Background: an optimization exercise with open tools, aiming at small area, a short achievable clock period and few clock cycles. Do not read the settings as production practice. Where RTL was checked, it was by simulation tests only, not by an equivalence proof against the original. No functional check of the RTL was part of runs 1 to 3. Power is estimated from default activity; no workload was simulated.

**flow/run.sh**
```bash
#!/bin/bash
# The standard layout (the standard.sh, standard synthesis included) with two
# make settings changed:
#  - delay cells are added to the don't-use list, so the port buffers and timing
#    repair use ordinary buffers instead of slow delay buffers;
#  - timing repair may swap a cell for one of another footprint.
# Everything else (floorplan, power grid, tap cells, placement, CTS, routing) is
# the standard flow. The make output goes to flow_make.log in the work folder.
set -euo pipefail
PLATFORM_DONT_USE="sky130_fd_sc_hd__probe_p_8 sky130_fd_sc_hd__probec_p_8 sky130_fd_sc_hd__lpflow_bleeder_1 sky130_fd_sc_hd__lpflow_clkbufkapwr_1 sky130_fd_sc_hd__lpflow_clkbufkapwr_16 sky130_fd_sc_hd__lpflow_clkbufkapwr_2 sky130_fd_sc_hd__lpflow_clkbufkapwr_4 sky130_fd_sc_hd__lpflow_clkbufkapwr_8 sky130_fd_sc_hd__lpflow_clkinvkapwr_1 sky130_fd_sc_hd__lpflow_clkinvkapwr_16 sky130_fd_sc_hd__lpflow_clkinvkapwr_2 sky130_fd_sc_hd__lpflow_clkinvkapwr_4 sky130_fd_sc_hd__lpflow_clkinvkapwr_8 sky130_fd_sc_hd__lpflow_decapkapwr_12 sky130_fd_sc_hd__lpflow_decapkapwr_3 sky130_fd_sc_hd__lpflow_decapkapwr_4 sky130_fd_sc_hd__lpflow_decapkapwr_6 sky130_fd_sc_hd__lpflow_decapkapwr_8 sky130_fd_sc_hd__lpflow_inputiso0n_1 sky130_fd_sc_hd__lpflow_inputiso0p_1 sky130_fd_sc_hd__lpflow_inputiso1n_1 sky130_fd_sc_hd__lpflow_inputiso1p_1 sky130_fd_sc_hd__lpflow_inputisolatch_1 sky130_fd_sc_hd__lpflow_isobufsrc_1 sky130_fd_sc_hd__lpflow_isobufsrc_16 sky130_fd_sc_hd__lpflow_isobufsrc_2 sky130_fd_sc_hd__lpflow_isobufsrc_4 sky130_fd_sc_hd__lpflow_isobufsrc_8 sky130_fd_sc_hd__lpflow_isobufsrckapwr_16 sky130_fd_sc_hd__lpflow_lsbuf_lh_hl_isowell_tap_1 sky130_fd_sc_hd__lpflow_lsbuf_lh_hl_isowell_tap_2 sky130_fd_sc_hd__lpflow_lsbuf_lh_hl_isowell_tap_4 sky130_fd_sc_hd__lpflow_lsbuf_lh_isowell_4 sky130_fd_sc_hd__lpflow_lsbuf_lh_isowell_tap_1 sky130_fd_sc_hd__lpflow_lsbuf_lh_isowell_tap_2 sky130_fd_sc_hd__lpflow_lsbuf_lh_isowell_tap_4"
DELAY_CELLS="sky130_fd_sc_hd__clkdlybuf4s15_1 sky130_fd_sc_hd__clkdlybuf4s15_2 sky130_fd_sc_hd__clkdlybuf4s18_1 sky130_fd_sc_hd__clkdlybuf4s18_2 sky130_fd_sc_hd__clkdlybuf4s25_1 sky130_fd_sc_hd__clkdlybuf4s25_2 sky130_fd_sc_hd__clkdlybuf4s50_1 sky130_fd_sc_hd__clkdlybuf4s50_2 sky130_fd_sc_hd__dlygate4sd1_1 sky130_fd_sc_hd__dlygate4sd2_1 sky130_fd_sc_hd__dlygate4sd3_1 sky130_fd_sc_hd__dlymetal6s2s_1 sky130_fd_sc_hd__dlymetal6s4s_1 sky130_fd_sc_hd__dlymetal6s6s_1"
bash standard.sh "DONT_USE_CELLS=$PLATFORM_DONT_USE $DELAY_CELLS" MATCH_CELL_FOOTPRINT=0 finish > flow_make.log 2>&1
```
**standard.sh**
```bash
#!/bin/bash
# synth_recipe.tcl (not shown) runs the flow's synth.tcl, then flattens the netlist and writes it again
# the make line also repeats each setting of config.mk as NAME=value (left out here)
make -C /OpenROAD-flow-scripts/flow DESIGN_CONFIG=/design/flow/config.mk WORK_HOME=/design/flow/orfs CLKGATE_MAP_FILE= SYNTH_SCRIPT=/design/flow/synth_recipe.tcl "${@:-finish}"
```
**config.mk**
```make
export PLATFORM = sky130hd
export DESIGN_NAME = tagctrl_top
export DESIGN_NICKNAME = tagctrl_top
export VERILOG_FILES = /design/flow/design.v
export SDC_FILE = /design/flow/constraint.sdc
export NUM_CORES = 4
export LEC_CHECK = 0
export CAP_MARGIN = 40
export CORE_MARGIN = 2
export CORE_UTILIZATION = 70
export CTS_CLUSTER_DIAMETER = 100
export CTS_CLUSTER_SIZE = 24
export PLACE_DENSITY = 0.72
export SETUP_SLACK_MARGIN = 3.0
export SLEW_MARGIN = 40
export TNS_END_PERCENT = 10
```
**constraint.sdc**
```tcl
create_clock -name core_clock -period 5.0 [get_ports {clk_i}]
set_input_delay 1.0000 -clock core_clock [delete_from_list [all_inputs] [get_ports {clk_i}]]
set_output_delay 1.0000 -clock core_clock [all_outputs]
set_load 0.01 [all_outputs]
```
**design.v**
```verilog
package tagctrl_pkg;
  typedef struct packed {
    logic [32-1:0] addr;
    logic                       write;
    logic [64-1:0] wdata;
    logic                       tag;
  } tagctrl_req_t;
  typedef struct packed {
    logic [32-1:0]    addr;
    logic                          write;
    logic [64-1:0]    wdata;
    logic                          tag;          
    logic [8-1:0] tag_idx;
    logic                          err;          
    logic                          stored_tag;   
  } tagctrl_desc_t;
  typedef struct packed {
    logic [32-$clog2(64/8)-1:0] word_addr;
    logic                                                 write;
    logic [64-1:0]                           wdata;
  } tagctrl_mem_req_t;
  typedef struct packed {
    logic [64-1:0] rdata;
  } tagctrl_mem_rsp_t;
  localparam int unsigned DescW   = 32 + 1 + 64 + 1 + 8 + 2;
  localparam int unsigned MemRspW = 64;
  typedef struct packed {
    logic [64-1:0] rdata;
    logic                       tag;
    logic                       write;
    logic                       err;
  } tagctrl_rsp_t;
endpackage
`timescale 1ns/1ps
module tagctrl_stream_fifo #(
  parameter int unsigned Width     = 1,
  parameter int unsigned Depth     = 4
) (
  input  logic     clk_i,
  input  logic     reset_i,
  input  logic     valid_i,
  output logic     ready_o,
  input  logic [Width-1:0] data_i,
  output logic     valid_o,
  input  logic     ready_i,
  output logic [Width-1:0] data_o
);
  localparam int unsigned PtrW = (Depth > 1) ? $clog2(Depth) : 1;
  localparam int unsigned CntW = $clog2(Depth + 1);
  logic [Width-1:0]    mem_q [Depth];
  logic [PtrW-1:0]     wr_ptr_q, rd_ptr_q;
  logic [CntW-1:0]     count_q;
  logic                empty, push, pop;
  assign empty   = (count_q == '0);
  assign ready_o = (count_q != CntW'(Depth));
  assign valid_o = !empty || valid_i;
  assign data_o  = empty ? data_i : mem_q[rd_ptr_q];
  assign push = valid_i && ready_o && !(empty && ready_i);
  assign pop  = !empty && ready_i;
  always_ff @(posedge clk_i) begin
    if (reset_i) begin
      wr_ptr_q <= '0;
      rd_ptr_q <= '0;
      count_q  <= '0;
    end else begin
      if (push) begin
        wr_ptr_q <= (wr_ptr_q == PtrW'(Depth - 1)) ? '0 : wr_ptr_q + 1'b1;
      end
      if (pop) begin
        rd_ptr_q <= (rd_ptr_q == PtrW'(Depth - 1)) ? '0 : rd_ptr_q + 1'b1;
      end
      if (push && !pop) begin
        count_q <= count_q + 1'b1;
      end else if (pop && !push) begin
        count_q <= count_q - 1'b1;
      end
    end
  end
  always_ff @(posedge clk_i) begin
    if (push) begin
      mem_q[wr_ptr_q] <= data_i;
    end
  end
endmodule
`timescale 1ns/1ps
module tagctrl_decode (
  input  logic                      clk_i,
  input  logic                      reset_i,
  input  logic                      req_valid_i,
  input  tagctrl_pkg::tagctrl_req_t req_i,
  output logic                      req_ready_o,
  output logic                      desc_valid_o,
  output tagctrl_pkg::tagctrl_desc_t desc_o,
  input  logic                      desc_ready_i
);
  localparam int unsigned AddrW        = 32;
  localparam int unsigned TagIdxW      = 8;
  localparam int unsigned GranuleBytes = 128 / 8;
  localparam logic [AddrW-1:0] RegionBase = 32'h8000_0000;
  localparam logic [AddrW-1:0] RegionLen  = AddrW'(4096);
  tagctrl_pkg::tagctrl_desc_t desc_d, desc_q;
  logic                       valid_q;
  logic [AddrW-1:0]           offset;
  logic                       in_region;
  always_comb begin
    offset    = req_i.addr - RegionBase;
    in_region = (offset < RegionLen);
    desc_d       = '0;
    desc_d.addr  = req_i.addr;
    desc_d.write = req_i.write;
    desc_d.wdata = req_i.wdata;
    desc_d.tag   = req_i.tag;
    desc_d.err   = !in_region;
    if (in_region) begin
      desc_d.tag_idx = TagIdxW'(offset / GranuleBytes);
    end
  end
  assign req_ready_o = !valid_q || desc_ready_i;
  always_ff @(posedge clk_i) begin
    if (reset_i) begin
      valid_q <= 1'b0;
    end else if (req_ready_o) begin
      valid_q <= req_valid_i;
    end
  end
  always_ff @(posedge clk_i) begin
    if (req_valid_i && req_ready_o) begin
      desc_q <= desc_d;
    end
  end
  assign desc_valid_o = valid_q;
  assign desc_o       = desc_q;
endmodule
`timescale 1ns/1ps
module tagctrl_tag_store (
  input  logic                       clk_i,
  input  logic                       reset_i,
  input  logic                       desc_valid_i,
  input  tagctrl_pkg::tagctrl_desc_t desc_i,
  output logic                       desc_ready_o,
  output logic                       desc_valid_o,
  output tagctrl_pkg::tagctrl_desc_t desc_o,
  input  logic                       desc_ready_i
);
  localparam int unsigned NumTags = (4096 / (128 / 8));
  logic [NumTags-1:0]         tags_q;
  tagctrl_pkg::tagctrl_desc_t desc_q;
  logic                       valid_q;
  logic                       accept;
  logic                       is_read, is_write;
  assign desc_ready_o = !valid_q || desc_ready_i;
  assign accept       = desc_valid_i && desc_ready_o;
  assign is_read  = !desc_i.err && !desc_i.write;
  assign is_write = !desc_i.err && desc_i.write;
  always_ff @(posedge clk_i) begin
    if (reset_i) begin
      valid_q <= 1'b0;
      tags_q  <= '0;
    end else begin
      if (desc_ready_o) begin
        valid_q <= desc_valid_i;
      end
      if (accept && is_write) begin
        tags_q[desc_i.tag_idx] <= desc_i.tag;
      end
    end
  end
  always_ff @(posedge clk_i) begin
    if (accept) begin
      desc_q            <= desc_i;
      desc_q.stored_tag <= is_read ? tags_q[desc_i.tag_idx] : 1'b0;
    end
  end
  assign desc_valid_o = valid_q;
  assign desc_o       = desc_q;
endmodule
`timescale 1ns/1ps
module tagctrl_mem_issue (
  input  logic                          desc_valid_i,
  input  tagctrl_pkg::tagctrl_desc_t    desc_i,
  output logic                          desc_ready_o,
  output logic                          mem_req_valid_o,
  output tagctrl_pkg::tagctrl_mem_req_t mem_req_o,
  input  logic                          mem_req_ready_i,
  output logic                          fifo_valid_o,
  output tagctrl_pkg::tagctrl_desc_t    fifo_desc_o,
  input  logic                          fifo_ready_i
);
  localparam int unsigned AddrW    = 32;
  localparam int unsigned WordOffW = $clog2(64 / 8);
  logic needs_mem;
  logic mem_ok;
  assign needs_mem = !desc_i.err;
  assign mem_ok    = !needs_mem || mem_req_ready_i;
  assign mem_req_valid_o = desc_valid_i && needs_mem && fifo_ready_i;
  assign fifo_valid_o = desc_valid_i && mem_ok;
  assign desc_ready_o = fifo_ready_i && mem_ok;
  always_comb begin
    mem_req_o           = '0;
    mem_req_o.word_addr = desc_i.addr[AddrW-1:WordOffW];
    mem_req_o.write     = desc_i.write;
    mem_req_o.wdata     = desc_i.wdata;
  end
  assign fifo_desc_o = desc_i;
endmodule
`timescale 1ns/1ps
module tagctrl_resp_merge (
  input  logic                          desc_valid_i,
  input  tagctrl_pkg::tagctrl_desc_t    desc_i,
  output logic                          desc_ready_o,
  input  logic                          mem_valid_i,
  input  tagctrl_pkg::tagctrl_mem_rsp_t mem_i,
  output logic                          mem_ready_o,
  output logic                          rsp_valid_o,
  output tagctrl_pkg::tagctrl_rsp_t     rsp_o,
  input  logic                          rsp_ready_i
);
  logic is_read;
  logic done;
  assign is_read = !desc_i.write && !desc_i.err;
  assign rsp_valid_o = desc_valid_i && (!is_read || mem_valid_i);
  assign done        = rsp_valid_o && rsp_ready_i;
  assign desc_ready_o = done;
  assign mem_ready_o  = done && is_read;
  always_comb begin
    rsp_o       = '0;
    rsp_o.write = desc_i.write;
    rsp_o.err   = desc_i.err;
    if (is_read) begin
      rsp_o.rdata = mem_i.rdata;
      rsp_o.tag   = desc_i.stored_tag;
    end
  end
endmodule
`timescale 1ns/1ps
module tagctrl_top #(
  parameter int unsigned RdDepth = 4,    
  parameter int unsigned DqDepth = 10    
) (
  input  logic                          clk_i,
  input  logic                          reset_i,
  input  logic                          req_valid_i,
  input  logic [31:0]                   req_addr_i,
  input  logic                          req_write_i,
  input  logic [63:0]                   req_wdata_i,
  input  logic                          req_tag_i,
  output logic                          req_ready_o,
  output logic                          rsp_valid_o,
  output logic [63:0]                   rsp_rdata_o,
  output logic                          rsp_tag_o,
  output logic                          rsp_write_o,
  output logic                          rsp_err_o,
  input  logic                          rsp_ready_i,
  output logic                          mem_req_valid_o,
  output logic [28:0]                   mem_req_addr_o,
  output logic                          mem_req_write_o,
  output logic [63:0]                   mem_req_wdata_o,
  input  logic                          mem_req_ready_i,
  input  logic                          mem_rsp_valid_i,
  input  logic [63:0]                   mem_rsp_rdata_i
);
  localparam int unsigned RdPtrW = (RdDepth > 1) ? $clog2(RdDepth) : 1;
  logic        rdy_q;                  
  logic        sv_q;                   
  logic [28:0] s_a;
  logic        s_w, s_t, s_iw;
  logic [63:0] s_d;
  logic        hv_q;                   
  logic [28:0] h_a;                    
  logic [63:0] h_d;
  logic        h_w;
  logic        h_t, h_iw, h_wc;        
  logic        mv_q;                   
  logic        h_cr;                   
  logic        take, in_iw, h_leave, h_free;
  logic        n_v, n_iw, n_w;         
  logic        rd_wait, grant, cr_ok, mv_d;
  logic [DqDepth-1:0] qv_q;            
  logic               q_push, q_pop, q_space, q_space_d;
  assign in_iw = (req_addr_i[31:12] == 20'h80000);
  assign take  = req_valid_i && rdy_q;
  assign q_space = q_space_d;
  assign h_leave = hv_q && (h_iw ? (mv_q && mem_req_ready_i) : (q_space && (h_wc || h_cr)));
  assign h_free  = !hv_q || h_leave;
  always_comb begin
    if (sv_q) begin
      n_v  = 1'b1;
      n_iw = s_iw;
      n_w  = s_w;
    end else begin
      n_v  = take;
      n_iw = in_iw;
      n_w  = req_write_i;
    end
  end
  assign q_space_d = !qv_q[DqDepth-3];
  logic [RdDepth-1:0] cr_q;            
  logic               release_rd;      
  logic               release_err;     
  assign release_err = h_leave && !h_iw && !h_wc;
  assign cr_ok   = !cr_q[RdDepth-1] || release_rd || release_err;
  assign rd_wait = h_free ? (n_v && !n_w) : (hv_q && !h_wc && !h_cr);
  assign grant   = rd_wait && cr_ok && q_space_d;
  always_comb begin
    if (h_free) mv_d = n_v && n_iw && (n_w ? q_space_d : grant);
    else        mv_d = mv_q || (hv_q && h_iw && (h_wc ? q_space_d : grant));
  end
  always_ff @(posedge clk_i) begin
    if (h_free) h_cr <= grant;
    else        h_cr <= h_cr || grant;
  end
  always_ff @(posedge clk_i) begin
    if (reset_i) begin
      cr_q <= '0;
    end else begin
      case ({grant, release_rd, release_err})
        3'b100:         cr_q <= {cr_q[RdDepth-2:0], 1'b1};
        3'b010, 3'b001: cr_q <= {1'b0, cr_q[RdDepth-1:1]};
        3'b011:         cr_q <= {2'b00, cr_q[RdDepth-1:2]};
        3'b111:         cr_q <= {1'b0, cr_q[RdDepth-1:1]};
        default:        cr_q <= cr_q;
      endcase
    end
  end
  logic [255:0] tags_q;
  logic [15:0]  h_whi, h_wlo, h_rhi, h_rlo;
  logic [7:0]   n_idx;
  logic [15:0]  n_whi, n_wlo, n_rhi, n_rlo;
  logic [15:0]  w_grp;                 
  logic [15:0]  grp_tag_q;             
  assign n_idx = sv_q ? s_a[8:1] : req_addr_i[11:4];
  always_comb begin
    for (int j = 0; j < 16; j++) begin
      n_whi[j] = n_v && n_w && (n_idx[7:4] == 4'(j));
      n_wlo[j] = (n_idx[3:0] == 4'(j));
      n_rhi[j] = !n_w && (n_idx[7:4] == 4'(j));
      n_rlo[j] = (n_idx[3:0] == 4'(j));
    end
  end
  always_ff @(posedge clk_i) begin
    if (reset_i) begin
      h_whi <= '0;
    end else if (h_free) begin
      h_whi <= n_whi;
    end
  end
  always_ff @(posedge clk_i) begin
    if (h_free) begin
      h_rhi <= n_rhi;
      h_rlo <= n_rlo;
    end
  end
  always_ff @(posedge clk_i) begin
    if (reset_i) begin
      h_wlo <= '0;
    end else if (h_free) begin
      h_wlo <= n_wlo;
    end
  end
  assign w_grp = h_whi & {16{h_iw}};
  always_ff @(posedge clk_i) begin
    for (int i = 0; i < 256; i++) begin
      if (reset_i) begin
        tags_q[i] <= 1'b0;
      end else if (w_grp[i/16] && h_wlo[i%16]) begin
        tags_q[i] <= h_t;
      end
    end
  end
  always_ff @(posedge clk_i) begin
    for (int j = 0; j < 16; j++) begin
      grp_tag_q[j] <= h_rhi[j] && |(tags_q[16*j +: 16] & h_rlo);
    end
  end
  logic [DqDepth-1:0] qe_q, qw_q, qt_q;   
  logic [DqDepth-1:0] qwp_q, qrp_q;       
  logic               new_e, new_w, new_t;
  logic               dh_v, dh_e, dh_w, dh_t, dh_rd;
  logic               p_v, p_e, p_w;      
  always_ff @(posedge clk_i) begin
    if (reset_i) p_v <= 1'b0;
    else         p_v <= h_leave;
  end
  always_ff @(posedge clk_i) begin
    p_e <= !h_iw;
    p_w <= h_wc;
  end
  assign q_push = p_v;
  assign new_e  = p_e;
  assign new_w  = p_w;
  assign new_t  = !p_e && !p_w && |grp_tag_q;
  assign dh_v  = qv_q[0];
  assign dh_e  = |(qe_q & qrp_q);
  assign dh_w  = |(qw_q & qrp_q);
  assign dh_t  = |(qt_q & qrp_q);
  assign dh_rd = !dh_e && !dh_w;
  always_ff @(posedge clk_i) begin
    for (int k = 0; k < DqDepth; k++) begin
      if (qwp_q[k] && p_v) begin
        qe_q[k] <= new_e;
        qw_q[k] <= new_w;
        qt_q[k] <= new_t;
      end
    end
  end
  always_ff @(posedge clk_i) begin
    if (reset_i) begin
      qwp_q <= DqDepth'(1);
      qrp_q <= DqDepth'(1);
    end else begin
      if (q_push) qwp_q <= {qwp_q[DqDepth-2:0], qwp_q[DqDepth-1]};
      if (q_pop)  qrp_q <= {qrp_q[DqDepth-2:0], qrp_q[DqDepth-1]};
    end
  end
  logic [63:0]        rd_mem [RdDepth];
  logic [RdDepth-1:0] fv_q;
  logic [RdPtrW-1:0]  fwp_q, frp_q;
  logic               f_ne_q;          
  logic               f_push, f_pop;
  always_ff @(posedge clk_i) begin
    for (int k = 0; k < RdDepth; k++) begin
      if (!fv_q[k]) rd_mem[k] <= mem_rsp_rdata_i;
    end
  end
  logic        ov_q;
  logic [63:0] o_rdata;
  logic        o_tag, o_write, o_err;
  logic        o_free, o_load, o_next;
  assign o_free     = !ov_q || rsp_ready_i;
  assign o_next     = dh_v && (!dh_rd || f_ne_q || mem_rsp_valid_i);
  assign o_load     = o_free && o_next;
  assign q_pop      = o_load;
  assign release_rd = o_load && dh_rd;
  assign f_pop      = o_load && dh_rd && f_ne_q;
  assign f_push     = mem_rsp_valid_i && !(o_load && dh_rd && !f_ne_q);
  always_ff @(posedge clk_i) begin
    if (reset_i) begin
      o_rdata <= '0;
      o_tag   <= 1'b0;
      o_write <= 1'b0;
      o_err   <= 1'b0;
    end else if (o_free) begin
      o_rdata <= !dh_rd ? 64'd0 : (f_ne_q ? rd_mem[frp_q] : mem_rsp_rdata_i);
      o_tag   <= dh_t;
      o_write <= dh_w;
      o_err   <= dh_e;
    end
  end
  logic sv_d;
  assign sv_d = sv_q ? !h_free : (take && !h_free);
  always_ff @(posedge clk_i) begin
    if (reset_i) begin
      rdy_q  <= 1'b1;
      sv_q   <= 1'b0;
      hv_q   <= 1'b0;
      mv_q   <= 1'b0;
      ov_q   <= 1'b0;
      qv_q   <= '0;
      fv_q   <= '0;
      fwp_q  <= '0;
      frp_q  <= '0;
      f_ne_q <= 1'b0;
    end else begin
      rdy_q <= !sv_d;
      sv_q  <= sv_d;
      if (h_free) hv_q <= n_v;
      mv_q  <= mv_d;
      if (o_free) ov_q <= o_next;
      if (q_push && !q_pop)      qv_q <= {qv_q[DqDepth-2:0], 1'b1};
      else if (q_pop && !q_push) qv_q <= {1'b0, qv_q[DqDepth-1:1]};
      if (f_push) begin
        fv_q[fwp_q] <= 1'b1;
        fwp_q       <= (fwp_q == RdPtrW'(RdDepth - 1)) ? '0 : fwp_q + 1'b1;
      end
      if (f_pop) begin
        fv_q[frp_q] <= 1'b0;
        frp_q       <= (frp_q == RdPtrW'(RdDepth - 1)) ? '0 : frp_q + 1'b1;
      end
      if (f_pop) f_ne_q <= fv_q[(frp_q == RdPtrW'(RdDepth - 1)) ? '0 : frp_q + 1'b1] || f_push;
      else       f_ne_q <= f_ne_q || f_push;
    end
  end
  always_ff @(posedge clk_i) begin
    if (!sv_q) begin
      s_a  <= req_addr_i[31:3];
      s_w  <= req_write_i;
      s_d  <= req_wdata_i;
      s_t  <= req_tag_i;
      s_iw <= in_iw;
    end
  end
  always_ff @(posedge clk_i) begin
    if (reset_i) begin
      h_a <= '0;
      h_w <= 1'b0;
      h_d <= '0;
    end else if (h_free) begin
      if (sv_q) begin
        h_a <= s_a;
        h_w <= s_w;
        h_d <= s_d;
      end else begin
        h_a <= req_addr_i[31:3];
        h_w <= req_write_i;
        h_d <= req_wdata_i;
      end
    end
  end
  always_ff @(posedge clk_i) begin
    if (h_free) begin
      if (sv_q) begin
        h_wc  <= s_w;
        h_t   <= s_t;
        h_iw  <= s_iw;
      end else begin
        h_wc  <= req_write_i;
        h_t   <= req_tag_i;
        h_iw  <= in_iw;
      end
    end
  end
  assign req_ready_o     = rdy_q;
  assign mem_req_valid_o = mv_q;
  assign mem_req_addr_o  = h_a;
  assign mem_req_write_o = h_w;
  assign mem_req_wdata_o = h_d;
  assign rsp_valid_o     = ov_q;
  assign rsp_rdata_o     = o_rdata;
  assign rsp_tag_o       = o_tag;
  assign rsp_write_o     = o_write;
  assign rsp_err_o       = o_err;
endmodule
```
==> run summary, run 1 <==
* Status: complete, no violations
* GP Congestion at ~0.84
* Clock Tree Buf Depth at 3
* Antenna Nets Post-Route at 0
* Initial DRC count at ~4200
* Lkg Pwr at about 14 nW
* Top cell type's share of synthesized area at 0.3381
* Clk_skew at around 0.028 ns
* R2R Setup Slk at between 2 and 3 ns
* Sw power at ~0.0036 W
* Seq pwr share at 0.615
* DP HPWL at between 60 and 70 mm
* Period utilisation layout at 0.4618
* Global-route wire length before repair at 157.5 mm
* Placed Instances at between 4000 and 5000
* FF-to-FF path depth at 9
* Reg area at 21980 um^2
* Synthesized area at approximately 36000 um^2
* Antenna violations before repair at 10
* Syn Area/Cell at between 9 and 10 um^2
* RR Startpoint: qw_q[0]
* Die width at 231.7 um
* Post-synth EDFFs at 321
* Critical Path Sink Type: register
* Hold path endpoint: tags_q[47]
* Hold_sp: tags_q[47]
* Combinational share of power at 0.096
* Setup WS post-layout at around 2.7 ns
* Fill cells at about 3300
* Initial Util at 0.7075
* Layout cells sized above 1 at 0.1149
* Reg2reg end: o_rdata[1]
* Maximum vdd drop at about 0.32 mV
* Sw frac at 0.2553
* Gr usage total at 0.3793
* Count leader, synth: dfxtp_1
* Largest net degree at the start of global routing at 159
* Clk root buf: clkbuf_16
* Hold Vio Cnt, Final at 0
* Core Rows at 83
* Synth cell types at between 50 and 60
* Crit path cell chain: a22oi_2, nand2_2, or4_4, buf_6, nor2_4, buf_2, buf_12, a22oi_1, nor2_1
* Final Instance Count excl. Fillers at 4507
* Max cap viols at 0
* Worst-Margin Slew at 0.9431 ns
* Routed via count at slightly below 30000
* Die area at around 54000 um^2
* Utilization after layout at 0.7811
* CTS tree: built
* Post-synthesis sequential area ratio at 0.6037
* Htree depth at 2
* Worst slew margin at 0.3713
* Worst path max stage delay at between 0.6 and 0.7 ns
* Vias in the first global route at 27871
* Top cell type by total area after synthesis: dfxtp_1
* Final Max Tran Viols at 0
* Layout area overhead at 10.40%
* Final Critical Period at between 2 and 2.5 ns
* Asr flop ratio synth at 0
* Hold WS at about 0.46 ns
* Mapped Cells at about 3700
* Flop and latch count out of synthesis at a little over 900
* Port bufs at approximately 330
* Clock latency (worst-skew pair) at between 0.6 and 0.7 ns
* Grt total ovfl at 0
* Area contributors post-synth: dfxtp_1, edfxtp_1, nand2_1
* CP Data Arrival Time at 2.85 ns
* Num CTS Buffers at 44
* CP required at between 5 and 6 ns
* Fmax achieved at between 0.4 and 0.5 GHz
* Drt first pass iters at 7
* # DRC at 0
* CTS clk-pin slew, worst paths at 0.10 ns
* Synth cell count leaders: dfxtp_1, nand2_1, nor2_1
* Crit Path Category: reg2reg
* Routed vias/inst at approximately 6.5
* Die span in y at around 230 um
* Worst-path maximum fanout at 8
* Setup repair after global routing missed its margin: true
* Synth Warn # at 2
* Primary FF master, synth: dfxtp_1
* Num Clock Sinks at between 900 and 1000
* Area of the multi-input gates at about 13000 um^2
* Hold Path Class: reg2reg
* Ports at between 300 and 400
* Final setup viols at 0
* Pwr dens at between 300 and 400 nW/um^2
* Core area at 51300 um^2
* Layout Nets at 3975
* Startpoint types: register
* CTS Hold Bufs at 0
* Drt wl/cell at between 20 and 25 um
* DRT Wirelength at 105.8 mm
* Hold Path Stages at 2
* Slowest-stage cell, CP: or4_4
* Setup TNS at 0 ns
* Setup WS pre-CTS at between 1.5 and 2 ns
* Clock network power share at 0.290
* Internal power at about 0.010 W
==> cell families (layout without fill, tap and decap cells) <==
logic type	after synthesis	count (layout)	synth area share
fa+ha+maj	12	12	0.004137
other cells	0	7	0
buf+inv	373	539	0.03957
simple gates	1437	1438	0.1682
flops	934	934	0.6037
compound gates	712	714	0.1284
mux	183	183	0.05602
==> through the flow <==
step / power [W] / instance area [um^2]
final: 0.01394 / 40070
after floorplan: 0.009356 / 36410
after global placement: 0.009808 / 37370
after global routing: 0.01431 / 40070
after detailed placement: 0.009908 / 37740
after CTS: 0.01385 / 39850
==> critical path: cells and delay by family (launching register included) <==
kind / cells / cell delay, ns
buffers and inverters: 3 / 0.45
DFF: 1 / 0.41
AOI/OAI and AO/OA: 2 / 0.28
and+or+nand+nor: 4 / 1.08
==> power groups by stage <==
stage                     Sequential (W)  Combinational, W  Clock, W
after floorplan                  0.00859          0.000765         0
after global placement           0.00876           0.00105         0
after detailed placement         0.00873           0.00118         0
after CTS                        0.00856           0.00127   0.00403
after global routing             0.00860           0.00141   0.00430
final                            0.00857           0.00133   0.00404
==> repair_timing <==
item / in CTS / in global routing
resized for setup: 133 / 26
setup endpoints to repair: 752 / 608
gates cloned: 14 / 2
pin swaps: 47 / 18
setup buffers: 43 / 5
==> metal layers <==
metal / share of wire / GRT usage / vias to the layer above
met1: 0.37 / 0.5024 / 14217
li1: - / - / 13162
met4: 0.038 / 0.1512 / 6
met5: 0.00042 / 0 / -
met3: 0.12 / 0.08509 / 290
met2: 0.47 / 0.6098 / 1790
==> layout make-up <==
type | instances | share of cell area
flip-flops and latches | 934 | 0.5485
multi-input cells | 2347 | 0.3331
repair buffers | 440 | 0.06220
clock buffers | 71 | 0.03079
well taps | 680 | 0.02123
inverters | 27 | 0.003466
diodes | 7 | 0.0004371
repair inverters | 1 | 0.0002810
==> registers in the layout, indices dropped and copies added (netlist names), 16 cells and up <==
signal / flops
o_rdata: 64
h_whi: 16
h_a: 29
rd_mem: 256
h_d: 64
s_a: 29
s_d: 64
h_rlo: 16
h_wlo: 16
tags_q: 256
grp_tag_q: 16
h_rhi: 16
==> layout by cell type, fill, tap and decap left out, types with 22 or more instances in the layout <==
cell type | Yosys | layout
nand2_1 | 607 | 603
dfxtp_1 | 613 | 586
nor2_1 | 369 | 364
edfxtp_1 | 321 | 321
buf_1 | 18 | 316
a21oi_1 | 304 | 302
nand3_1 | 280 | 278
a22oi_1 | 175 | 156
mux2_2 | 151 | 149
nor3_1 | 110 | 109
a222oi_1 | 65 | 65
o21ai_0 | 72 | 63
clkbuf_16 | 0 | 52
clkbuf_2 | 14 | 36
buf_6 | 0 | 28
clkbuf_1 | 301 | 25
mux2i_1 | 31 | 24
a221oi_1 | 22 | 22
a22oi_2 | 3 | 22
==> worst max path at each step <==
stage / from / endpoint / slack (ns) / cells past startpoint
after detailed placement: rsp_ready_i / qv_q[6] / 1.67 / 9
final: qw_q[0] / o_rdata[1] / 2.69 / 9
after CTS: h_d[13] / mem_req_wdata_o[13] / 2.81 / 1
after floorplan: req_write_i / cr_q[1] / 2.63 / 6
after global placement: rsp_ready_i / qv_q[8] / 1.73 / 9
after global routing: qe_q[0] / o_rdata[19] / 2.66 / 9
==> run 2, diff against run 1 <==
--- a/config.mk
+++ b/config.mk
@@ -6,5 +6,5 @@
 export NUM_CORES = 4
 export LEC_CHECK = 0
-export CAP_MARGIN = 40
+export CAP_MARGIN = 50
 export CORE_MARGIN = 2
 export CORE_UTILIZATION = 70
@@ -13,4 +13,4 @@
 export PLACE_DENSITY = 0.72
 export SETUP_SLACK_MARGIN = 3.0
-export SLEW_MARGIN = 40
+export SLEW_MARGIN = 75
 export TNS_END_PERCENT = 10
==> run 2 against run 1 <==
Register-to-register slack worse by 0.09 ns; sequential share of layout area is 4.0 points lower; clock-buffer cell count is 1 higher; worst hold slack better by 0.0011 ns; setup slack worse by 0.089 ns; wire length is 7.0% higher; first-iteration DRC count is 7.7% higher; combinational power is 33% higher; highest routed layer unchanged.
==> run summary, run 2 <==
* Die width at 231.7 um
* Flop and latch count out of synthesis at 934
* Sw frac at 0.2591
* CTS tree: built
* Pwr dens at between 300 and 400 nW/um^2
* Largest net degree at the start of global routing at 62
* Synth cell count leaders: dfxtp_1, nand2_1, nor2_1
* Worst-Margin Slew at approximately 0.43 ns
* Most common cell after layout, fill and taps aside: dfxtp_1
* Core Rows at a little over 80
* Period utilisation layout at 0.4796
* Critical Path Sink Type: register
* Synth cell types at 56
* Port bufs at between 300 and 400
* Sw power at 0.003712 W
* Initial DRC count at about 4600
* Layout area overhead at 19.22%
* Crit path buf inv count at 3
* Hold WS at 0.4594 ns
* Top cell type's share of synthesized area at 0.3381
* Final Critical Period at between 2 and 2.5 ns
* Hold Path Class: reg2reg
* Setup repair after global routing missed its margin: true
* Lkg Pwr at about 15 nW
* Worst-path maximum fanout at 5
* Area contributors post-synth: dfxtp_1, edfxtp_1, nand2_1
* Htree depth at 2
* DP HPWL at around 70 mm
* Fmax achieved at around 0.42 GHz
* Crit path cell chain: a22oi_2, nand3_2, buf_6, or4_4, buf_6, nor3_4, clkbuf_4, mux2i_2, nor2_1
* Core area at 51300 um^2
* Layout Nets at 4148
* Clock network power share at 0.285
* Layout cells sized above 1 at 0.1917
* Primary FF master, synth: dfxtp_1
* Final Max Tran Viols at 0
* CP required at ~5.5 ns
* Vias in the first global route at 28710
* DRT Wirelength at approximately 110 mm
* Drt first pass iters at 7
* Clock latency (worst-skew pair) at around 0.63 ns
* Hold Vio Cnt, Final at 0
* Combinational share of power at 0.124
* Ports at approximately 330
* Global-route wire length before repair at between 150 and 200 mm
* Max cap viols at 0
* Count leader, synth: dfxtp_1
* Commonest non-fill, non-tap cells in the layout: dfxtp_1, nand2_1, nor2_1, buf_1, edfxtp_1
* Clock Tree Buf Depth at 3
* Syn Area/Cell at just under 10 um^2
* Final Instance Count excl. Fillers at 4685
* # DRC at 0
* Synthesized area at 36300 um^2
* Setup TNS at 0 ns
* Seq pwr share at 0.591
* Num CTS Buffers at 44
* Num Clock Sinks at just over 900
* Worst slew margin at 0.7152
* Routed vias/inst at ~6.6
* Status: complete, no violations
* CTS clk-pin slew, worst paths at 0.10 ns
* Maximum vdd drop at ~0.37 mV
* Drt wl/cell at 24.16 um
* Antenna violations before repair at 8
* Clk root buf: clkbuf_16
* Clk_skew at roughly 0.015 ns
* Antenna Nets Post-Route at 0
* Asr flop ratio synth at 0
* Routed via count at 31152
* Biggest regs: rd_mem (256), tags_q (256)
* CP Data Arrival Time at between 2 and 3 ns
* Utilization after layout at 0.8435
* Initial Util at 0.7075
* Die area at 53690 um^2
* Internal power at approximately 0.011 W
* Worst path max stage delay at 0.55 ns
* Mapped Cells at approximately 3700
* Crit Path Category: reg2reg
* Placed Instances at 4489
* Post-synth EDFFs at 321
* Post-synthesis sequential area ratio at 0.6037
* Slowest-stage cell, CP: or4_4
* Startpoint types: register
* GP Congestion at between 0.8 and 0.9
* Top cell type by total area after synthesis: dfxtp_1
* Die span in y at roughly 230 um
* Synth Warn # at 2
* Gr usage total at 0.3843
* Grt total ovfl at 0
* Crit path max-delay family: simple AND/OR/NAND/NOR gates
* Final setup viols at 0
* Critical Path Most Common Cell: buf_6
run 2: cell type report:
type / instances / area, um^2
clock inverters: 2 / 17.52
clock buffers: 72 / 1237
well taps: 680 / 850.8
fillers: 2758 / 8029
repair buffers: 582 / 4629
multi-input cells: 2379 / 14350
flip-flops and latches: 934 / 22000
diodes: 9 / 22.52
inverters: 27 / 165.2
run 2: metal layers:
layer,routed length (um),vias to the layer above,track usage
met3,12380,468,0.07281
met1,41080,14907,0.5048
li1,-,13587,-
met5,28,-,0
met2,53940,2186,0.6211
met4,5772,4,0.1779
run 2: what timing repair did:
item,CTS,global route
setup buffers,40,19
setup endpoints to repair,419,616
gates resized for setup,79,248
gates cloned,11,40
hold buffers,0,0
pin swaps,26,181
run 2: cell families after synthesis:
family	share of synthesized area
muxes	0.05602
buffers and inverters	0.03957
AOI/OAI and AO/OA	0.1284
DFF	0.6037
and+or+nand+nor	0.1682
adders and majority gates	0.004137
run 2: power by group through the flow:
stage | combinational (W) | clock (W) | sequential [W]
after floorplan | 0.000765 | 0 | 0.00859
after global placement | 0.00105 | 0 | 0.00876
after detailed placement | 0.00151 | 0 | 0.00862
after CTS | 0.00162 | 0.00407 | 0.00845
after global routing | 0.00184 | 0.00435 | 0.00850
final | 0.00177 | 0.00409 | 0.00846
run 2: worst reg2reg max path: stages (launching register included):
cell	delay (ns)
edfxtp_1	0.38
a22oi_2	0.22
nand3_2	0.13
buf_6	0.14
or4_4	0.55
buf_6	0.16
nor3_4	0.17
clkbuf_4	0.24
mux2i_2	0.25
nor2_1	0.06
run 2: final timing paths:
| kind | start | depth (start not counted) | slack [ns] | endpoint |
|---|---|---|---|---|
| setup / recovery | qe_q[1] | 9 | 2.60 | frp_q[1] |
| hold / removal | tags_q[52] | 2 | 0.46 | tags_q[52] |
| setup reg to reg | qe_q[1] | 9 | 2.60 | frp_q[1] |
| hold reg to reg | tags_q[52] | 2 | 0.46 | tags_q[52] |
run 2: through the flow:
| step | area (um^2) | power (W) | setup WS, ns |
|---|---|---|---|
| finish | 43270 | 0.01432 | 2.602 |
| global placement | 37370 | 0.009808 | 1.729 |
| floorplan | 36410 | 0.009356 | 2.634 |
| detailed placement | 39900 | 0.01013 | 2.040 |
| CTS | 41950 | 0.01413 | 2.707 |
| global route | 43260 | 0.01469 | 2.555 |
==> run 3, diff against run 2 <==
--- a/design.v
+++ b/design.v
@@ -263,9 +263,9 @@
   logic        rdy_q;                  
   logic        sv_q;                   
-  logic [28:0] s_a;
+  logic [8:0]  s_a;                    
   logic        s_w, s_t, s_iw;
   logic [63:0] s_d;
   logic        hv_q;                   
-  logic [28:0] h_a;                    
+  logic [8:0]  h_a;                    
   logic [63:0] h_d;
   logic        h_w;
@@ -324,44 +324,28 @@
   end
   logic [255:0] tags_q;
-  logic [15:0]  h_whi, h_wlo, h_rhi, h_rlo;
+  logic [7:0]   h_idx;                 
+  logic [15:0]  h_hi, h_lo;
   logic [7:0]   n_idx;
-  logic [15:0]  n_whi, n_wlo, n_rhi, n_rlo;
+  logic         h_wr, h_rd;            
   logic [15:0]  w_grp;                 
   logic [15:0]  grp_tag_q;             
   assign n_idx = sv_q ? s_a[8:1] : req_addr_i[11:4];
-  always_comb begin
-    for (int j = 0; j < 16; j++) begin
-      n_whi[j] = n_v && n_w && (n_idx[7:4] == 4'(j));
-      n_wlo[j] = (n_idx[3:0] == 4'(j));
-      n_rhi[j] = !n_w && (n_idx[7:4] == 4'(j));
-      n_rlo[j] = (n_idx[3:0] == 4'(j));
-    end
-  end
   always_ff @(posedge clk_i) begin
-    if (reset_i) begin
-      h_whi <= '0;
-    end else if (h_free) begin
-      h_whi <= n_whi;
-    end
-  end
-  always_ff @(posedge clk_i) begin
-    if (h_free) begin
-      h_rhi <= n_rhi;
-      h_rlo <= n_rlo;
-    end
+    if (h_free) h_idx <= n_idx;
   end
-  always_ff @(posedge clk_i) begin
-    if (reset_i) begin
-      h_wlo <= '0;
-    end else if (h_free) begin
-      h_wlo <= n_wlo;
+  always_comb begin
+    for (int j = 0; j < 16; j++) begin
+      h_hi[j] = (h_idx[7:4] == 4'(j));
+      h_lo[j] = (h_idx[3:0] == 4'(j));
     end
   end
-  assign w_grp = h_whi & {16{h_iw}};
+  assign h_wr  = hv_q && h_iw && h_wc;
+  assign h_rd  = h_iw && !h_wc;
+  assign w_grp = h_hi & {16{h_wr}};
   always_ff @(posedge clk_i) begin
     for (int i = 0; i < 256; i++) begin
       if (reset_i) begin
         tags_q[i] <= 1'b0;
-      end else if (w_grp[i/16] && h_wlo[i%16]) begin
+      end else if (w_grp[i/16] && h_lo[i%16]) begin
         tags_q[i] <= h_t;
       end
@@ -370,9 +354,8 @@
   always_ff @(posedge clk_i) begin
     for (int j = 0; j < 16; j++) begin
-      grp_tag_q[j] <= h_rhi[j] && |(tags_q[16*j +: 16] & h_rlo);
+      grp_tag_q[j] <= h_rd && h_hi[j] && |(tags_q[16*j +: 16] & h_lo);
     end
   end
   logic [DqDepth-1:0] qe_q, qw_q, qt_q;   
-  logic [DqDepth-1:0] qwp_q, qrp_q;       
   logic               new_e, new_w, new_t;
   logic               dh_v, dh_e, dh_w, dh_t, dh_rd;
@@ -391,11 +374,21 @@
   assign new_t  = !p_e && !p_w && |grp_tag_q;
   assign dh_v  = qv_q[0];
-  assign dh_e  = |(qe_q & qrp_q);
-  assign dh_w  = |(qw_q & qrp_q);
-  assign dh_t  = |(qt_q & qrp_q);
+  assign dh_e  = qe_q[0];
+  assign dh_w  = qw_q[0];
+  assign dh_t  = qt_q[0];
   assign dh_rd = !dh_e && !dh_w;
   always_ff @(posedge clk_i) begin
     for (int k = 0; k < DqDepth; k++) begin
-      if (qwp_q[k] && p_v) begin
+      if (q_pop) begin
+        if (k < DqDepth - 1 && qv_q[k+1]) begin
+          qe_q[k] <= qe_q[k+1];
+          qw_q[k] <= qw_q[k+1];
+          qt_q[k] <= qt_q[k+1];
+        end else begin
+          qe_q[k] <= new_e;
+          qw_q[k] <= new_w;
+          qt_q[k] <= new_t;
+        end
+      end else if (!qv_q[k]) begin
         qe_q[k] <= new_e;
         qw_q[k] <= new_w;
@@ -404,13 +397,4 @@
     end
   end
-  always_ff @(posedge clk_i) begin
-    if (reset_i) begin
-      qwp_q <= DqDepth'(1);
-      qrp_q <= DqDepth'(1);
-    end else begin
-      if (q_push) qwp_q <= {qwp_q[DqDepth-2:0], qwp_q[DqDepth-1]};
-      if (q_pop)  qrp_q <= {qrp_q[DqDepth-2:0], qrp_q[DqDepth-1]};
-    end
-  end
   logic [63:0]        rd_mem [RdDepth];
   logic [RdDepth-1:0] fv_q;
@@ -483,5 +467,5 @@
   always_ff @(posedge clk_i) begin
     if (!sv_q) begin
-      s_a  <= req_addr_i[31:3];
+      s_a  <= req_addr_i[11:3];
       s_w  <= req_write_i;
       s_d  <= req_wdata_i;
@@ -501,5 +485,5 @@
         h_d <= s_d;
       end else begin
-        h_a <= req_addr_i[31:3];
+        h_a <= req_addr_i[11:3];
         h_w <= req_write_i;
         h_d <= req_wdata_i;
@@ -522,5 +506,5 @@
   assign req_ready_o     = rdy_q;
   assign mem_req_valid_o = mv_q;
-  assign mem_req_addr_o  = h_a;
+  assign mem_req_addr_o  = {20'h80000, h_a};
   assign mem_req_write_o = h_w;
   assign mem_req_wdata_o = h_d;
--- a/config.mk
+++ b/config.mk
@@ -6,5 +6,6 @@
 export NUM_CORES = 4
 export LEC_CHECK = 0
-export CAP_MARGIN = 50
+export ABC_AREA = 1
+export CAP_MARGIN = 40
 export CORE_MARGIN = 2
 export CORE_UTILIZATION = 70
@@ -13,4 +14,4 @@
 export PLACE_DENSITY = 0.72
 export SETUP_SLACK_MARGIN = 3.0
-export SLEW_MARGIN = 75
+export SLEW_MARGIN = 40
 export TNS_END_PERCENT = 10
==> run 3 against run 2 <==
Critical path depth shrank 2; non-clock buffer count shrank 100; clock-buffer cell count shrank 10; register-to-register slack improved by 0.21 ns; wire length decreased by 16%; clock power decreased by 11%; combinational power shrank 16%; critical path type unchanged; critical endpoint is now tags_q[234]; largest cell class unchanged.
==> run summary, run 3 <==
* Status: complete, no violations
* Gr usage total at 0.3634
* Drt first pass iters at 8
* Adder-cell share of the synthesized area at 0.004619
* CP Data Arrival Time at between 2 and 3 ns
* Global-route wire length before repair at ~140 mm
* Antenna Nets Post-Route at 0
* CTS tree: built
* Maximum vdd drop at 0.3246 mV
* Htree depth at 2
* Top cell type by total area after synthesis: dfxtp_1
* Ports at about 330
* Core area at approximately 46000 um^2
* Initial Util at 0.7132
* Area of the multi-input gates at about 12000 um^2
* Fill cells at 2973
* Synthesized area at ~33000 um^2
* Largest net degree at the start of global routing at around 160
* Clk_skew at approximately 0.026 ns
* Lkg Pwr at around 13 nW
* Synth cell count leaders: a21oi_1, dfxtp_1, o21ai_0
* Max cap viols at 0
* Setup repair after global routing missed its margin: true
* Die width at ~220 um
* Critical Path Sink Type: register
* Startpoint types: register
* Post-synthesis mux area share at 0
* CP required at roughly 5.5 ns
* Asr flop ratio synth at 0
* Dpl cell area at 33800 um^2
* Routed vias/inst at approximately 6.4
* Pwr dens at ~340 nW/um^2
* Routed via count at ~28000
* DRT Wirelength at 94.90 mm
* Worst slew margin at 0.4633
* Clock latency (worst-skew pair) at just over 0.6 ns
* Layout Nets at between 3000 and 4000
* Layout area overhead at 12.52%
* Fmax achieved at approximately 0.46 GHz
* Worst-path maximum fanout at 21
* DP HPWL at 51.37 mm
* Syn Area/Cell at 9.232 um^2
* Reg2reg end: tags_q[234]
* Biggest regs: rd_mem (256), tags_q (256)
* Largest family of logic cells by synthesized area: compound AO/OA/AOI/OAI gates
* Hold_sp: h_w
* Hold Vio Cnt, Final at 0
* Top cell type's share of synthesized area at 0.3375
* Area contributors post-synth: dfxtp_1, edfxtp_1, a21oi_1
* Commonest non-fill, non-tap cells in the layout: a21oi_1, dfxtp_1, o21ai_0, nand2_1, buf_1
* Core Rows at between 70 and 80
* Worst-Margin Slew at approximately 0.80 ns
* Hold Path Stages at 2
* Flop and latch count out of synthesis at 818
* Reg area at ~19000 um^2
* Drt wl/cell at ~22 um
* Initial DRC count at between 3000 and 4000
* CTS Hold Bufs at 0
* Primary FF master, synth: dfxtp_1
* Vias in the first global route at 26311
* Post-synthesis sequential area ratio at 0.5869
* RR Startpoint: hv_q
* Port bufs at 308
* # DRC at 0
* GP Congestion at 0.8749
* Clock Tree Buf Depth at 3
* Clk root buf: clkbuf_16
* XOR/XNOR Fraction of Synth Area at 0
* Synth cell types at 40
* CTS clk-pin slew, worst paths at 0.10 ns
* Num CTS Buffers at 40
* Complex-gate fraction of the synthesized area at 0.2251
* Post-synthesis simple-gate area fraction at 0.1123
* FF-to-FF path depth at 7
* Hold path endpoint: h_w
* Num Clock Sinks at 818
* Antenna violations before repair at 2
* Mapped Cells at around 3500
* Grt total ovfl at 0
* Most common cell after layout, fill and taps aside: a21oi_1
* Final Max Tran Viols at 0
* Hold Path Class: reg2reg
* R2R Setup Slk at between 2 and 3 ns
* Layout cells sized above 1 at 0.1177
* Crit Path Category: reg2reg
* Die span in y at 219.5 um
* Setup TNS at 0 ns
* Finished Cell Area at 36580 um^2
* Final setup viols at 0
* Post-synth EDFFs at between 200 and 300
* Synth Warn # at 6
* Final Critical Period at approximately 2.2 ns
* Die area at between 40000 and 50000 um^2
* Period utilisation layout at 0.4370
## run 3: cell count changes after synthesis, moves of 81 or more
cell / before / now
o21ai_0: 72 / 515
a22oi_1: 175 / 0
a21oi_1: 304 / 548
nor2_1: 369 / 57
nor3_1: 110 / 4
mux2_2: 151 / 0
nand2_1: 607 / 418
clkbuf_1: 301 / 182
nand3_1: 280 / 190
or2_2: 1 / 82
inv_1: 25 / 233
## run 3: area by class of cell
class | instances | share of cell area
Sequential cell | 818 | 0.5221
Multi-Input combinational cell | 2163 | 0.3210
Timing Repair Buffer | 482 | 0.06962
Inverter | 274 | 0.03352
Clock buffer | 62 | 0.03079
Tap cell | 600 | 0.02053
Clock inverter | 2 | 0.001266
Timing Repair inverter | 4 | 0.0009921
Antenna cell | 3 | 0.0002053
## run 3: what timing repair did
action / CTS / global route
endpoints found under the setup margin: 691 / 538
gates cloned: 5 / 7
buffers inserted: 19 / 108
resized for setup: 73 / 193
pin swaps: 3 / 29
## run 3: per-layer routing
layer,track usage,share of wire
met1,0.4539,0.36
met4,0.1930,0.053
met3,0.06018,0.11
met2,0.6083,0.47
met5,0,0.00026
## run 3: cells by family after synthesis
kind of cell    Yosys count
flops                   818
buf+inv                 564
other cells               2
compound gates         1322
simple gates            803
fa+ha+maj                12
## run 3: stage by stage
step | setup slack (ns) | utilization | power [W] | cells | hold WS, ns
floorplan | 2.920 | - | 0.008340 | 3539 | 0.4184
global placement | 1.535 | 0.7367 | 0.008725 | 4192 | 0.4314
detailed placement | 1.772 | 0.7417 | 0.008800 | 4201 | 0.4342
CTS | 2.748 | 0.7749 | 0.01239 | 4289 | 0.4519
global route | 2.793 | 0.8023 | 0.01294 | 4405 | 0.4722
finish | 2.815 | 0.8025 | 0.01259 | 4408 | 0.4511
## run 3: worst max path at each step
| stage | startpoint | end | slack [ns] | cells past startpoint |
|---|---|---|---|---|
| after floorplan | mem_rsp_valid_i | qv_q[7] | 2.92 | 11 |
| after detailed placement | mem_req_ready_i | mv_q | 1.77 | 8 |
| final | hv_q | tags_q[234] | 2.81 | 7 |
| after global routing | hv_q | tags_q[234] | 2.79 | 7 |
| after global placement | mem_req_ready_i | mv_q | 1.53 | 8 |
| after CTS | ov_q | rsp_valid_o | 2.75 | 1 |
## run 3: critical path: stages, from the launching register on
cell      delay (ns)
dfxtp_4         0.47
nand2_1         0.13
nor2_4          0.23
buf_4           0.25
nand2_2         0.13
clkinv_2        0.26
nand3_1         0.18
a21oi_1         0.39
## run 3: report_power, final
| group | switching (W) | total (W) | internal [W] |
|---|---|---|---|
| clock | 0.00208 | 0.00366 | 0.00158 |
| sequential | 0.000174 | 0.00745 | 0.00727 |
| combinational | 0.00109 | 0.00148 | 0.000389 |
==> run 4, diff against run 3 <==
--- a/design.v
+++ b/design.v
@@ -324,18 +324,21 @@
   end
   logic [255:0] tags_q;
-  logic [7:0]   h_idx;                 
   logic [15:0]  h_hi, h_lo;
   logic [7:0]   n_idx;
+  logic [15:0]  n_hi, n_lo;
   logic         h_wr, h_rd;            
   logic [15:0]  w_grp;                 
   logic [15:0]  grp_tag_q;             
   assign n_idx = sv_q ? s_a[8:1] : req_addr_i[11:4];
-  always_ff @(posedge clk_i) begin
-    if (h_free) h_idx <= n_idx;
-  end
   always_comb begin
     for (int j = 0; j < 16; j++) begin
-      h_hi[j] = (h_idx[7:4] == 4'(j));
-      h_lo[j] = (h_idx[3:0] == 4'(j));
+      n_hi[j] = (n_idx[7:4] == 4'(j));
+      n_lo[j] = (n_idx[3:0] == 4'(j));
+    end
+  end
+  always_ff @(posedge clk_i) begin
+    if (h_free) begin
+      h_hi <= n_hi;
+      h_lo <= n_lo;
     end
   end
--- a/config.mk
+++ b/config.mk
@@ -11,5 +11,5 @@
 export CORE_UTILIZATION = 70
 export CTS_CLUSTER_DIAMETER = 100
-export CTS_CLUSTER_SIZE = 24
+export CTS_CLUSTER_SIZE = 30
 export PLACE_DENSITY = 0.72
 export SETUP_SLACK_MARGIN = 3.0
==> run 4 against run 3 <==
Total power grew 2.0%; synthesized cell count shrank 2.0%; sequential power grew 4.3%; critical endpoint is now rsp_valid_o; largest power group unchanged.
==> run summary, run 4 <==
* Combinational share of power at 0.125
* Status: complete, no violations
* Layout area overhead at 9.037%
* Synth cell types at 46
* Crit path max-delay family: flip-flops
* Largest net degree at the start of global routing at ~150
* Max cap viols at 0
* Worst-path maximum fanout at 2
* Die area at 49150 um^2
* Synthesized area at 33170 um^2
* Internal power at 0.009308 W
* DRT Wirelength at approximately 93 mm
* Count leader, synth: dfxtp_1
* Sw power at 0.003538 W
* Mapped Cells at roughly 3500
* Routed vias/inst at roughly 6.6
* Commonest non-fill, non-tap cells in the layout: a21oi_1, dfxtp_1, o21ai_0, nand2_1, buf_1
* Top cell type by total area after synthesis: dfxtp_1
* Critical Path Sink Type: output pin
* Crit path cell chain: buf_1
* Most common cell after layout, fill and taps aside: a21oi_1
* Clk root buf: clkbuf_16
* Crit Path Category: reg2out
* Pwr dens at between 300 and 400 nW/um^2
* Sw frac at 0.2754
* CTS Hold Bufs at 0
* Worst path max stage delay at 0.41 ns
* Top layer in use: met5
* Worst-Margin Slew at slightly above 0.9 ns
* Clock Tree Buf Depth at 3
* Grt total ovfl at 0
* Startpoint types: register
* Worst slew margin at 0.3950
* Syn Area/Cell at 9.609 um^2
* Synth Warn # at 6
* Maximum vdd drop at roughly 0.34 mV
* Clk_skew at roughly 0.037 ns
* Lkg Pwr at between 10 and 15 nW
* GP Congestion at 0.8593
* Final Instance Count excl. Fillers at roughly 4200
* Biggest regs: rd_mem (256), tags_q (256)
* Setup repair after global routing missed its margin: true
* Layout Nets at between 3000 and 4000
* Period utilisation layout at 0.4386
* Post-synthesis sequential area ratio at 0.5969
* Antenna violations before repair at 3
* Htree depth at 2
* Routed via count at 27836
* Num CTS Buffers at 34
* Final Max Tran Viols at 0
* Setup WS pre-CTS at 1.734 ns
* Setup WS post-layout at 2.807 ns
* Crit path buf inv count at 1
* Core Rows at 79
* Clock network power share at 0.270
* CTS tree: built
* Global-route wire length before repair at between 100 and 150 mm
* Clock latency (worst-skew pair) at 0.59 ns
* Core area at roughly 47000 um^2
* Primary FF master, synth: dfxtp_1
* Top cell type's share of synthesized area at 0.3307
* Layout cells sized above 1 at 0.09243
* Slowest-stage cell, CP: dfxtp_2
* Placed Instances at between 4000 and 5000
* # DRC at 0
* Fmax achieved at 0.4560 GHz
* Wl on met1 at approximately 35 mm
* Post-synth EDFFs at 294
* Initial DRC count at roughly 3600
* Vias in the first global route at between 20000 and 30000
* Flop and latch count out of synthesis at ~840
* Final Critical Period at about 2.2 ns
* Initial Util at 0.7110
* Seq pwr share at 0.605
* Drt wl/cell at approximately 22 um
* Antenna Nets Post-Route at 0
* Final setup viols at 0
* Synth cell count leaders: dfxtp_1, a21oi_1, o21ai_0
* Gr usage total at 0.3591
* Area contributors post-synth: dfxtp_1, edfxtp_1, a21oi_1
* Hold Path Class: reg2reg
* Port bufs at 308
* Setup TNS at 0 ns
* R2R Setup Slk at about 2.9 ns
* Met3 WL at approximately 9.7 mm
* Hold Vio Cnt, Final at 0
* Drt first pass iters at 20
* DP HPWL at approximately 53 mm
* Ports at roughly 330
* CP Data Arrival Time at 1.19 ns
* Met2 WL post-DR at about 43 mm
* Asr flop ratio synth at 0
* CP required at about 4.0 ns
* Die span in y at 221.7 um
* CTS clk-pin slew, worst paths at 0.11 ns
* Num Clock Sinks at between 800 and 900
* Die width at 221.7 um
[run 4: power groups by stage]
stage / sequential, W / clock (W) / combinational (W)
global placement: 0.00793 / 0 / 0.00133
global route: 0.00781 / 0.00368 / 0.00170
CTS: 0.00777 / 0.00346 / 0.00150
floorplan: 0.00788 / 0 / 0.000846
detailed placement: 0.00793 / 0 / 0.00145
finish: 0.00777 / 0.00346 / 0.00161
[run 4: cells by family after synthesis]
logic type / Yosys count / synth area share
AO/OA/AOI/OAI: 1316 / 0.2236
multiplexers: 1 / 0.0003018
buffers and inverters: 469 / 0.05997
other: 2 / 0.0002264
adder cells (fa/ha/maj): 12 / 0.004526
AND/OR/NAND/NOR: 810 / 0.1145
flip-flops: 842 / 0.5969
[run 4: repair_timing]
item | 4_1_cts | 5_1_grt
setup buffers | 19 | 23
pin swaps | 3 | 4
gates resized for setup | 78 | 43
cloned | 2 | 2
setup endpoints to repair | 672 | 462
[run 4: worst paths after layout]
path | startpoint | to | cells after the start
max | ov_q | rsp_valid_o | 1
min | o_rdata[23] | o_rdata[23] | 2
max reg2reg | h_lo[10] | grp_tag_q[9] | 5
min reg2reg | o_rdata[23] | o_rdata[23] | 2
[run 4: metal layers]
metal | vias up | GRT usage
li1 | 12560 | -
met1 | 13297 | 0.4826
met2 | 1688 | 0.5813
met3 | 289 | 0.05407
met4 | 2 | 0.1637
met5 | - | 0
[run 4: final cells by class]
| type | count | area, um^2 |
|---|---|---|
| sequential | 842 | 19820 |
| multi-input combinational | 2161 | 11640 |
| fill | 3126 | 10490 |
| timing repair buffer | 405 | 2166 |
| clock buffer | 56 | 997.2 |
| tap | 607 | 759.5 |
| inverter | 168 | 725.7 |
| clock inverter | 1 | 30.03 |
| timing repair inverter | 2 | 20.02 |
| antenna | 4 | 10.01 |
[run 4: per-stage QoR]
stage                     cell area, um^2  total power, W    util  hold WS [ns]
after floorplan                     33340        0.008724       -        0.4184
after global placement              34140        0.009253  0.7318        0.4336
after detailed placement            34500        0.009375  0.7395        0.4397
after CTS                           35850         0.01273  0.7685        0.4670
after global routing                36160         0.01319  0.7752        0.4885
final                               36170         0.01285  0.7753        0.4707
Testbench counts of run 4, summed over its fixed seeds: cycles 15,692.
==> run 5, diff against run 4 <==
--- a/config.mk
+++ b/config.mk
@@ -11,5 +11,5 @@
 export CORE_UTILIZATION = 70
 export CTS_CLUSTER_DIAMETER = 100
-export CTS_CLUSTER_SIZE = 30
+export CTS_CLUSTER_SIZE = 24
 export PLACE_DENSITY = 0.72
 export SETUP_SLACK_MARGIN = 3.0
==> run 5 against run 4 <==
Clock power up 8.4%; first-iteration DRC count decreased by 0.97%; utilization is 0.81 points higher; critical endpoint is now rsp_rdata_o[0]; design area is 1.0% higher; clock skew down 0.0049 ns; still clean; sequential cell count unchanged; setup slack better by 0.037 ns; register-to-register slack better by 0.06 ns; final cell count grew 0.75%; global-route usage up 0.31 points; maximum frequency increased by 1.7%; highest routed layer is now met4; synthesized area stayed put.
==> run summary, run 5 <==
* Setup repair after global routing missed its margin: true
* Routed vias/inst at roughly 6.6
* Num Clock Sinks at ~840
* Total power draw at 0.01317 W
* Clk root buf: clkbuf_16
* CP Data Arrival Time at 1.16 ns
* Final Instance Count excl. Fillers at around 4300
* Flop and latch count out of synthesis at about 840
* Commonest non-fill, non-tap cells in the layout: a21oi_1, dfxtp_1, o21ai_0, nand2_1, buf_1
* Pwr dens at between 300 and 400 nW/um^2
* Antenna violations before repair at 3
* Worst-Margin Slew at roughly 0.9 ns
* Routed via count at between 20000 and 30000
* Post-synth EDFFs at between 200 and 300
* Drt wl/cell at ~22 um
* Die width at 221.7 um
* Largest net degree at the start of global routing at 145
* Slowest-stage cell, CP: dfxtp_1
* Initial DRC count at roughly 3600
* Synth cell count leaders: dfxtp_1, a21oi_1, o21ai_0
* Critical path origin: o_rdata[0]
* DP HPWL at around 53 mm
* Hold Vio Cnt, Final at 0
* Syn Area/Cell at between 9 and 10 um^2
* Grt total ovfl at 0
* Crit path cell chain: buf_1
* Maximum vdd drop at between 0.3 and 0.4 mV
* Asr flop ratio synth at 0
* Num CTS Buffers at 41
* Crit Path Category: reg2out
* FF-to-FF path depth at 5
* Crit path buf inv count at 1
* Synth cell types at 46
* Startpoint types: register
* Worst path max stage delay at about 0.36 ns
* Count leader, synth: dfxtp_1
* Crit path max-delay family: flip-flops
* Fill cells at slightly above 3000
* Worst-path maximum fanout at 2
* Reg area at 19830 um^2
* Period utilisation layout at 0.4311
* Port bufs at a little over 300
* CTS Hold Bufs at 0
* Final setup viols at 0
* Antenna Nets Post-Route at 0
* Setup crit end: rsp_rdata_o[0]
* Synth Warn # at 6
* Synthesized area at between 30000 and 40000 um^2
* Gr usage total at 0.3622
* Core area at about 47000 um^2
* Drt first pass iters at 19
* CTS tree: built
* Utilization after layout at 0.7834
* Global-route wire length before repair at 142.5 mm
* Lkg Pwr at roughly 13 nW
* Area contributors post-synth: dfxtp_1, edfxtp_1, a21oi_1
* Die area at 49150 um^2
* Initial Util at 0.7110
* Placed Instances at 4137
* RR Startpoint: h_lo[7]
* Ports at about 330
* Core Rows at just under 80
* CP required at ~4.0 ns
* Layout area overhead at 10.18%
* Most common cell after layout, fill and taps aside: a21oi_1
* Clock Tree Buf Depth at 3
* Layout cells sized above 1 at 0.1003
* Setup TNS at 0 ns
* Hold Path Class: reg2reg
* Layout Nets at 3824
* Hold WS at about 0.47 ns
* Die span in y at about 220 um
* Post-synthesis sequential area ratio at 0.5969
* Primary FF master, synth: dfxtp_1
* R2R Setup Slk at 2.91 ns
* Mapped Cells at approximately 3500
* Max cap viols at 0
* Worst slew margin at 0.3836
* Clock latency (worst-skew pair) at between 0.6 and 0.7 ns
* Status: complete, no violations
* Htree depth at 2
* Biggest regs: rd_mem (256), tags_q (256)
* Final Max Tran Viols at 0
* Reg2reg end: grp_tag_q[5]
* CTS clk-pin slew, worst paths at around 0.09 ns
* Final Critical Period at 2.156 ns
* # DRC at 0
* Top cell type's share of synthesized area at 0.3307
* Vias in the first global route at around 27000
* DRT Wirelength at between 90 and 100 mm
* Crit path depth at 1
* Critical Path Sink Type: output pin
* Top cell type by total area after synthesis: dfxtp_1
* Fmax achieved at 0.4639 GHz
* GP Congestion at 0.8593
* Clk_skew at approximately 0.032 ns
* Area of the multi-input gates at 11650 um^2
-- run 5: per-layer routing --
metal | track usage | vias up | part of all wire
li1 | - | 12622 | -
met1 | 0.4878 | 13395 | 0.38
met2 | 0.5814 | 1806 | 0.47
met3 | 0.06626 | 267 | 0.11
met4 | 0.1541 | 0 | 0.039
met5 | 0 | - | 0
-- run 5: how the worst min path moves through the flow --
stage | start | cells past startpoint | to | slack (ns)
2_1_floorplan | s_t | 2 | s_t | 0.42
3_3_place_gp | s_t | 2 | s_t | 0.43
3_5_place_dp | s_t | 2 | s_t | 0.44
4_1_cts | o_rdata[52] | 2 | o_rdata[52] | 0.47
5_1_grt | o_rdata[18] | 2 | o_rdata[18] | 0.49
6_report | o_rdata[23] | 2 | o_rdata[23] | 0.47
-- run 5: final cells by class --
| cell class | count | share of cell area |
|---|---|---|
| clock inverter | 2 | 0.001061 |
| inverter | 168 | 0.01941 |
| multi-input combinational | 2161 | 0.3189 |
| clock buffer | 65 | 0.03170 |
| sequential | 842 | 0.5427 |
| antenna | 3 | 0.0002054 |
| tap | 607 | 0.02078 |
| timing repair buffer | 430 | 0.06528 |
-- run 5: per-stage QoR --
step,setup slack (ns),cell area (um^2)
2_1_floorplan,2.802,33340
3_3_place_gp,1.778,34140
3_5_place_dp,1.734,34500
4_1_cts,2.852,35990
5_1_grt,2.825,36550
6_report,2.844,36550
-- run 5: kinds of logic after synthesis --
| logic type | count (synthesis) | share of synthesized area |
|---|---|---|
| compound gates | 1316 | 0.2236 |
| flops | 842 | 0.5969 |
| fa+ha+maj | 12 | 0.004526 |
| buf+inv | 469 | 0.05997 |
| other cells | 2 | 0.0002264 |
| mux | 1 | 0.0003018 |
| simple gates | 810 | 0.1145 |
-- run 5: where the power goes --
part           internal [W]  switching (W)  total [W]  leakage (nW)
clock network       0.00162        0.00212    0.00375         0.572
registers           0.00753       0.000222    0.00775          7.58
logic              0.000392        0.00127    0.00167          4.82
total               0.00955        0.00362     0.0132          13.0
-- run 5: repair_timing --
action                     in CTS  in global routing
resized for setup              84                 77
pin swaps                       2                  8
gates cloned                    2                  3
setup buffers                  15                 48
setup endpoints to repair     678                454

[port drivers added, routing unchanged]
How much do the figures lean on ideal ports? The routed layouts below were timed once more, with nothing changed but the port constraints. Step 1 assumes that a clkbuf_16 drives the clock port and a buf_2 every other input. Step 2 moves the port delays by t, midway between the first and last clock arrival at a register: inputs arrive t later, outputs are due t later. That takes back most of the time a late clock gives input paths. a / b / c = ideal / step 1 / step 2; a / b = the first two.
run | shift t [ns] | slack for setup (ns) | worst setup path at the end | slew at the worst register clock pin (ns) | cell pins on the clock port's net
run 1 | 0.674 | 2.691 / 2.691 / 2.206 | input to register | 0.10 / 0.10 | 1
run 2 | 0.687 | 2.602 / 2.602 / 2.068 | input to register | 0.10 / 0.10 | 1
run 3 | 0.658 | 2.815 / 2.769 / 2.335 | input to register | 0.10 / 0.10 | 1
run 4 | 0.639 | 2.807 / 2.747 / 2.378 | input to register | 0.12 / 0.12 | 1
run 5 | 0.655 | 2.844 / 2.784 / 2.317 | input to register | 0.10 / 0.10 | 1
After both steps every run listed still meets setup and hold. For run 2, which loses most, drivers alone change the setup slack by 0.000 ns; drivers and shift together by -0.534 ns.
